From an optimization exercise on the open Yosys and OpenROAD flow, aimed at small area; shortcuts taken in it are not production practice.
In this exercise RTL edits were held to simulation tests only and were not proved equivalent to the original.
No activity file was given, so power comes from the tool's default toggle rates.

== before ==
## synth_top
module synth_top (
   input  logic        clk_100mhz,
   input  logic        sys_rst,
   input  logic [7:0]  keys,
   output logic        spk,
   output logic [15:0] audio_sample,
   output logic [7:0]  active_voices
);
   logic [7:0] gate;
   always_ff @(posedge clk_100mhz) begin
      if (sys_rst) gate <= '0;
      else         gate <= keys;
   end
   logic [7:0] act;
   logic [15:0] e0;
   logic [6:0]  bo0, bt0, bn0;
   voice #(.TW(11237), .TZ(0)) u_v0 (
      .clk_100mhz (clk_100mhz), .sys_rst (sys_rst), .gate (gate[0]),
      .act (act[0]), .e (e0), .one (bo0), .two (bt0), .neg (bn0));
   logic [15:0] e1;
   logic [6:0]  bo1, bt1, bn1;
   voice #(.TW(12613), .TZ(0)) u_v1 (
      .clk_100mhz (clk_100mhz), .sys_rst (sys_rst), .gate (gate[1]),
      .act (act[1]), .e (e1), .one (bo1), .two (bt1), .neg (bn1));
   logic [15:0] e2;
   logic [6:0]  bo2, bt2, bn2;
   voice #(.TW(14157), .TZ(0)) u_v2 (
      .clk_100mhz (clk_100mhz), .sys_rst (sys_rst), .gate (gate[2]),
      .act (act[2]), .e (e2), .one (bo2), .two (bt2), .neg (bn2));
   logic [15:0] e3;
   logic [6:0]  bo3, bt3, bn3;
   voice #(.TW(14999), .TZ(0)) u_v3 (
      .clk_100mhz (clk_100mhz), .sys_rst (sys_rst), .gate (gate[3]),
      .act (act[3]), .e (e3), .one (bo3), .two (bt3), .neg (bn3));
   logic [15:0] e4;
   logic [6:0]  bo4, bt4, bn4;
   voice #(.TW(16836), .TZ(2)) u_v4 (
      .clk_100mhz (clk_100mhz), .sys_rst (sys_rst), .gate (gate[4]),
  ...
clock: 10.0 ns
lec_check: 0
cap_margin: 10
core_margin: 2
core_utilization: 55
cts_buf_list: sky130_fd_sc_hd__clkbuf_16
cts_cluster_diameter: 100
cts_cluster_size: 20
slew_margin: 10
standard.sh (not shown) runs the stock make flow with config.mk's settings and CLKGATE_MAP_FILE= SYNTH_SCRIPT=/design/flow/synth_recipe.tcl, a recipe that flattens the netlist after the stock synthesis.
==> flow/flow/run.sh <==
#!/bin/bash
# Layout flow: the standard flow, except that synthesis maps the
# logic with an area-oriented ABC script (flow/abc_area2.script) instead
# of the speed script. The registers must come out exactly as the
# standard synthesis makes them; if they do not, the standard synthesis
# is used instead. Every tool's output goes to a log file in this folder.
set -uo pipefail
HERE=$PWD
R=$HERE/orfs/results/$FLOW_PLATFORM/synth_top/base

bash standard.sh synth > std_synth.log 2>&1 || { echo "standard synthesis failed"; exit 1; }
cp "$R/1_2_yosys.v" "$HERE/ref_1_2_yosys.v"

# 2. the same synthesis with the area ABC script
sed "s|log_cmd abc {\*}\$abc_args|log_cmd abc {*}[lreplace \$abc_args 1 1 $HERE/flow/abc_area2.script]|" \
   "$FLOW_HOME/scripts/synth.tcl" > "$HERE/area_synth_core.tcl"
if ! grep -q "abc_area2.script" "$HERE/area_synth_core.tcl"; then
   echo "could not patch synth.tcl; keeping the standard synthesis" > area_synth.log
else
   sed "s|source \$::env(SCRIPTS_DIR)/synth.tcl|source $HERE/area_synth_core.tcl|" \
      "$HERE/synth_recipe.tcl" > "$HERE/area_synth.tcl"
   mkdir -p "$HERE/std_results"
   cp -p "$R"/1_* "$HERE/std_results/"
   rm -f "$R/1_2_yosys.v" "$R/1_2_yosys.sdc" "$R/1_synth.odb" "$R/1_synth.sdc"
   if bash standard.sh SYNTH_SCRIPT="$HERE/area_synth.tcl" synth > area_synth.log 2>&1 \
      && python3 "$HERE/flow/same_regs.py" "$HERE/ref_1_2_yosys.v" "$R/1_2_yosys.v" > same_regs.log 2>&1; then
      echo "using the area synthesis" >> area_synth.log
   else
      echo "registers differ or synthesis failed; restoring the standard synthesis" >> area_synth.log
      rm -f "$R"/1_*
      cp -p "$HERE/std_results/"1_* "$R/"
   fi
fi

# 3. drivers of nets with 12 or more loads get the next drive strength
# of the same cell (registers keep their cell type, only stronger), so
# that placement needs fewer buffers on those nets
if python3 flow/upsize.py "$R/1_2_yosys.v" "$HERE/ups_1_2_yosys.v" \
      "$FLOW_HOME/platforms/$FLOW_PLATFORM/lib/sky130_fd_sc_hd__tt_025C_1v80.lib" 12 > upsize.log 2>&1 \
   && python3 flow/same_regs.py --any-drive "$HERE/ref_1_2_yosys.v" "$HERE/ups_1_2_yosys.v" >> upsize.log 2>&1; then
   cp "$HERE/ups_1_2_yosys.v" "$R/1_2_yosys.v"
   rm -f "$R/1_synth.odb" "$R/1_synth.sdc"
   bash standard.sh synth > ups_synth.log 2>&1 || { echo "synth_odb failed"; exit 1; }
   echo "using the upsized netlist" >> upsize.log
else
   echo "upsizing skipped" >> upsize.log
fi

# 4. the rest of the standard flow
bash standard.sh finish > std_finish.log 2>&1 || { echo "layout failed"; exit 1; }
Other scripts of this flow, unchanged in this note and not shown: flow/flow/abc_area2.script, flow/flow/same_regs.py, flow/flow/upsize.py
Inputs modified between before and after:
-- flow/flow/run.sh --
<<< before, line 33
fi

# 3. drivers of nets with 12 or more loads get the next drive strength
# of the same cell (registers keep their cell type, only stronger), so
# that placement needs fewer buffers on those nets
if python3 flow/upsize.py "$R/1_2_yosys.v" "$HERE/ups_1_2_yosys.v" \
      "$FLOW_HOME/platforms/$FLOW_PLATFORM/lib/sky130_fd_sc_hd__tt_025C_1v80.lib" 12 > upsize.log 2>&1 \
   && python3 flow/same_regs.py --any-drive "$HERE/ref_1_2_yosys.v" "$HERE/ups_1_2_yosys.v" >> upsize.log 2>&1; then
   cp "$HERE/ups_1_2_yosys.v" "$R/1_2_yosys.v"
>>> after, line 33
fi

# 3. drivers of nets with 8 or more loads get the next drive strength
# of the same cell (registers keep their cell type, only stronger), so
# that placement needs fewer buffers on those nets
if python3 flow/upsize.py "$R/1_2_yosys.v" "$HERE/ups_1_2_yosys.v" \
      "$FLOW_HOME/platforms/$FLOW_PLATFORM/lib/sky130_fd_sc_hd__tt_025C_1v80.lib" 8 > upsize.log 2>&1 \
   && python3 flow/same_regs.py --any-drive "$HERE/ref_1_2_yosys.v" "$HERE/ups_1_2_yosys.v" >> upsize.log 2>&1; then
   cp "$HERE/ups_1_2_yosys.v" "$R/1_2_yosys.v"
## What came out
On cell count after placement, after and before are neck and neck. Between after and before, the net total in the final layout figures differ only marginally. As far as CTS sink count goes, before and after are indistinguishable; the numbers are identical. In terms of cell area, before and after differ only marginally. Compare after and before | final routed wire length divided by cell count higher: after. Diff before -> after: leakage power summed over all cells ~0 delta; sequential cell area +0.35%. after against before: core occupancy in the finished layout shows no meaningful change, worst setup slack after placement shows an increase of 67 ps. There was hardly any difference in share of total power in combinational logic between after and before.

-- re-timing with driven ports --
In the flow no input, the clock included, has a driving cell. The finished layouts below were timed again as built, in two steps.
Step 1 (the two cells are an assumption about what drives the block):
set clk [get_ports {clk_100mhz}]
set_driving_cell -lib_cell sky130_fd_sc_hd__clkbuf_16 $clk
set_driving_cell -lib_cell sky130_fd_sc_hd__buf_2 [delete_from_list [all_inputs] $clk]
Step 2 times the ports against the registers' clock, not the clock port: input delays grow and output delays shrink by t, the midpoint of the rising clock arrivals with the driver on.
a / b / c = ideal / step 1 / step 2; a / b = the first two.
| run | t (ns) | slack for setup (ns) | hold WS [ns] |
|---|---|---|---|
| before | 0.750 | 0.421 / 0.421 / 0.421 | 0.330 / 0.330 / 0.330 |
| after | 0.771 | 0.506 / 0.506 / 0.506 | 0.328 / 0.328 / 0.328 |
After both steps every run listed still meets setup and hold.
